This is an optimization exercise on Yosys and OpenROAD, whose aim is small area, not a production implementation.
Function was checked by simulation only, so behaviour that the tests miss may differ from the original.

==> flow/design.v <==
`timescale 1ns/1ns
`default_nettype none
module rv_alu_execute (
    input  logic                clk,
    input  logic [32-1:0] instr,
    input  logic [32-1:0] rs1,
    input  logic [32-1:0] rs2,
    output logic [32-1:0] value,      
    output logic                illegal
);
    localparam int CUT1 = 11;
    localparam int CUT2 = 22;
    logic [6:0]  opcode;
    logic [2:0]  f3;
    logic [6:0]  f7;
    logic        is_op, is_opi, f7_base, f7_alt;
    logic [31:0] a, b, ax, p, sr_in, sr, x1, x0;
    logic [32:0] c;
    logic        sub, fill, slt_bit, c1_q, c2_q;
    logic        en_add, en_xo, en_ao, en_srl, en_sll, en_slt, en_sltu;
    assign opcode  = instr[6:0];
    assign f3      = instr[14:12];
    assign f7      = instr[31:25];
    assign is_op   = (opcode == 7'b0110011);
    assign is_opi  = (opcode == 7'b0010011);
    assign f7_base = (f7 == 7'b0000000);
    assign f7_alt  = (f7 == 7'b0100000);
    always_comb begin
        illegal = !(is_op || is_opi);
        if (is_op && !(f7_base || (f7_alt && (f3 == 3'b000 || f3 == 3'b101))))
            illegal = 1'b1;
        if (is_opi && f3 == 3'b001 && !f7_base)
            illegal = 1'b1;
        if (is_opi && f3 == 3'b101 && !(f7_base || f7_alt))
            illegal = 1'b1;
    end
    assign en_add  = !illegal && (f3 == 3'b000);
    assign en_sll  = !illegal && (f3 == 3'b001);
    assign en_slt  = !illegal && (f3 == 3'b010);
    assign en_sltu = !illegal && (f3 == 3'b011);
    assign en_xo   = !illegal && (f3 == 3'b100 || f3 == 3'b110);    
    assign en_srl  = !illegal && (f3 == 3'b101);
    assign en_ao   = !illegal && (f3 == 3'b110 || f3 == 3'b111);    
    assign a = rs1;
    assign b = instr[5] ? rs2 : {{20{instr[31]}}, instr[31:20]};
    assign sub = (f3 == 3'b000) ? (instr[5] & instr[30]) : (f3[2:1] == 2'b01);
    assign ax  = a ^ {32{sub}};
    assign p   = ax ^ b;                
    always_comb begin
        c[0] = sub;
        for (int i = 0; i < 32; i++) begin
            if (i + 1 == CUT1)      c[i+1] = c1_q;
            else if (i + 1 == CUT2) c[i+1] = c2_q;
            else                    c[i+1] = p[i] ? c[i] : a[i];
        end
    end
    always_ff @(posedge clk) begin
        c1_q <= p[CUT1-1] ? c[CUT1-1] : a[CUT1-1];
        c2_q <= p[CUT2-1] ? c[CUT2-1] : a[CUT2-1];
    end
    assign slt_bit = (en_sltu & ~c[32]) | (en_slt & ((a[31] ^ b[31]) ? a[31] : ~c[32]));
    assign fill = f3[2] & instr[30] & a[31];
    always_comb begin
        for (int i = 0; i < 32; i++) sr_in[i] = f3[2] ? a[i] : a[31-i];
    end
    logic [31:0] lv [0:5];
    assign lv[0] = sr_in;
    for (genvar k = 0; k < 5; k++) begin : g_lvl
        localparam int SB = 4 - k;
        localparam int SH = 1 << SB;
        for (genvar i = 0; i < 32; i++) begin : g_bit
            if (i + SH < 32) assign lv[k+1][i] = b[SB] ? lv[k][i+SH] : lv[k][i];
            else             assign lv[k+1][i] = b[SB] ? fill : lv[k][i];
        end
    end
    assign sr = lv[5];
    assign x1 = ({32{en_add}} & ~c[31:0]) | {32{en_xo}};
    assign x0 = ({32{en_add}} &  c[31:0]) | ({32{en_ao}} & a);
    always_comb begin
        for (int i = 0; i < 32; i++) begin
            value[i] = (p[i] ? x1[i] : x0[i])
                     | (en_srl & sr[i])
                     | (en_sll & sr[31-i]);
        end
        value[0] = value[0] | slt_bit;
    end
endmodule
`default_nettype wire
`timescale 1ns/1ns
`default_nettype none
module rv_alu_top (
    input  logic                   clk,
    input  logic                   arst_n,
    input  logic [5-1:0] awaddr,
    input  logic                   awvalid,
    output logic                   awready,
    input  logic [32-1:0]    wdata,
    input  logic [3:0]             wstrb,
    input  logic                   wvalid,
    output logic                   wready,
    output logic [1:0]             bresp,
    output logic                   bvalid,
    input  logic                   bready,
    input  logic [5-1:0] araddr,
    input  logic                   arvalid,
    output logic                   arready,
    output logic [32-1:0]    rdata,
    output logic [1:0]             rresp,
    output logic                   rvalid,
    input  logic                   rready
);
    logic                wr_rdy_q;       
    logic                wr_fire, wr_en, rd_fire;
    logic [32-1:0] rs1, rs2, instr;
    logic                s1_q, s2_q, s3_q;   
    logic [32-1:0] alu_value;
    logic                alu_illegal;
    logic [32-1:0] result_q;       
    logic                res_ok_q;       
    logic                illegal_flag;
    logic [15:0]         done_count;
    logic [16:0]         inc_c;
    logic [32-1:0] rd_data;
    assign awready = wr_rdy_q;
    assign wready  = wr_rdy_q;
    assign bresp   = 2'b00;
    assign rresp   = 2'b00;
    assign wr_fire = awvalid && wr_rdy_q && wvalid;
    assign rd_fire = arvalid && arready;
    assign wr_en   = wr_fire && (awaddr[1:0] == 2'b00) && (&wstrb);
    always_ff @(posedge clk or negedge arst_n) begin
        if (!arst_n) begin
            wr_rdy_q <= 1'b0;
            bvalid   <= 1'b0;
            arready  <= 1'b0;
            rvalid   <= 1'b0;
            s1_q     <= 1'b0;
            s2_q     <= 1'b0;
            s3_q     <= 1'b0;
        end else begin
            wr_rdy_q <= awvalid && wvalid && !wr_rdy_q && !bvalid;
            arready  <= arvalid && !arready && !rvalid;
            s1_q     <= wr_en && (awaddr[4:2] == 3'd2);
            s2_q     <= s1_q;
            s3_q     <= s2_q;
            if (wr_fire)     bvalid <= 1'b1;
            else if (bready) bvalid <= 1'b0;
            if (rd_fire)     rvalid <= 1'b1;
            else if (rready) rvalid <= 1'b0;
        end
    end
    always_ff @(posedge clk) begin
        if (wr_en && awaddr[4:2] == 3'd0) rs1   <= wdata;
        if (wr_en && awaddr[4:2] == 3'd1) rs2   <= wdata;
        if (wr_en && awaddr[4:2] == 3'd2) instr <= wdata;
    end
    rv_alu_execute i_execute (
        .clk, .instr, .rs1, .rs2, .value(alu_value), .illegal(alu_illegal)
    );
    always_ff @(posedge clk) begin
        if (s3_q) result_q <= alu_value;
    end
    always_comb begin
        inc_c[0] = s3_q;
        for (int i = 0; i < 16; i++) inc_c[i+1] = inc_c[i] & done_count[i];
    end
    always_ff @(posedge clk or negedge arst_n) begin
        if (!arst_n) begin
            res_ok_q     <= 1'b0;
            illegal_flag <= 1'b0;
            done_count   <= '0;
        end else begin
            done_count <= done_count ^ inc_c[15:0];
            res_ok_q     <= res_ok_q | s3_q;
            illegal_flag <= illegal_flag | (s3_q & alu_illegal);
        end
    end
    always_comb begin
        rd_data = '0;
        if (araddr[1:0] == 2'b00 && !rvalid) begin
            case (araddr[4:2])
                3'd0:    rd_data = rs1;
                3'd1:    rd_data = rs2;
                3'd2:    rd_data = instr;
                3'd3:    rd_data = res_ok_q ? result_q : '0;
                3'd4:    rd_data = {done_count, 15'd0, illegal_flag};
                default: rd_data = '0;
            endcase
        end
    end
    always_ff @(posedge clk) begin
        rdata <= rd_data | (rdata & {32{rvalid}});
    end
endmodule
`default_nettype wire
Settings: LEC_CHECK=0, ABC_AREA=1, CAP_MARGIN=0, CORE_MARGIN=2, CORE_UTILIZATION=55, GPL_TIMING_DRIVEN=0, SLEW_MARGIN=0; clock period 5.0 ns.
standard.sh (not shown) runs the stock make flow with config.mk's settings and CLKGATE_MAP_FILE= SYNTH_SCRIPT=/design/flow/synth_recipe.tcl, a recipe that flattens the netlist after the stock synthesis.
==> flow/flow/run.sh <==
#!/bin/bash
set -euo pipefail
rm -rf scripts_mod
cp -r "$FLOW_HOME/scripts" scripts_mod
printf 'strash\ndch -f\namap\ntopo\n' > scripts_mod/abc_area.script
export SCRIPTS_DIR="$PWD/scripts_mod"
export REMOVE_ABC_BUFFERS=1
export BUFFER_PORTS_ARGS="-buffer_cell sky130_fd_sc_hd__buf_1"
export CTS_ARGS="-sink_clustering_enable -repair_clock_nets -buf_list sky130_fd_sc_hd__clkbuf_8 -root_buf sky130_fd_sc_hd__clkbuf_16 -sink_clustering_size 20 -dont_use_dummy_load"
bash standard.sh > standard_make.log 2>&1
The starting point finished with timing, DRC and antenna clean.
Rerun with:
--- a/flow/flow/run.sh
+++ b/flow/flow/run.sh
@@ -6,3 +6,2 @@
 export SCRIPTS_DIR="$PWD/scripts_mod"
-export REMOVE_ABC_BUFFERS=1
 export BUFFER_PORTS_ARGS="-buffer_cell sky130_fd_sc_hd__buf_1"
--- a/flow/config.mk
+++ b/flow/config.mk
@@ -11,3 +11,2 @@
 export CORE_UTILIZATION = 55
-export GPL_TIMING_DRIVEN = 0
 export SLEW_MARGIN = 0
- global-route usage decreases by 0.85 points
- critical path depth came out lower by 2
- area after synthesis is unchanged
- final area drops by 2.7%
- worst setup slack is better by 0.19 ns
- via count is about the same
- synthesized cell count stays the same
- core utilization falls by 1.7 points

## afterwards: timing with drivers on the ports
How much do the figures lean on ideal ports? The routed layouts below were timed once more, with nothing changed but the port constraints. Step 1 sets driving cells, clkbuf_16 on the clock port and buf_2 on the other inputs (assumed; they add their load-dependent delay and slew). Step 2 adds t to the input delays and takes it off the output delays; t is the mean of the earliest and latest rising clock arrival at the registers after step 1. Input paths then give back, and output paths get back, about the clock's delay inside the block. a / b / c = ideal / step 1 / step 2; a / b = the first two.
run | t (ns) | setup WS [ns] | worst data-port slew with drivers (ns)
the first run | 0.440 | 0.239 / 0.239 / 0.239 | 0.04
the second run | 0.442 | 0.427 / 0.427 / 0.427 | 0.04
After both steps every run listed still meets setup and hold.
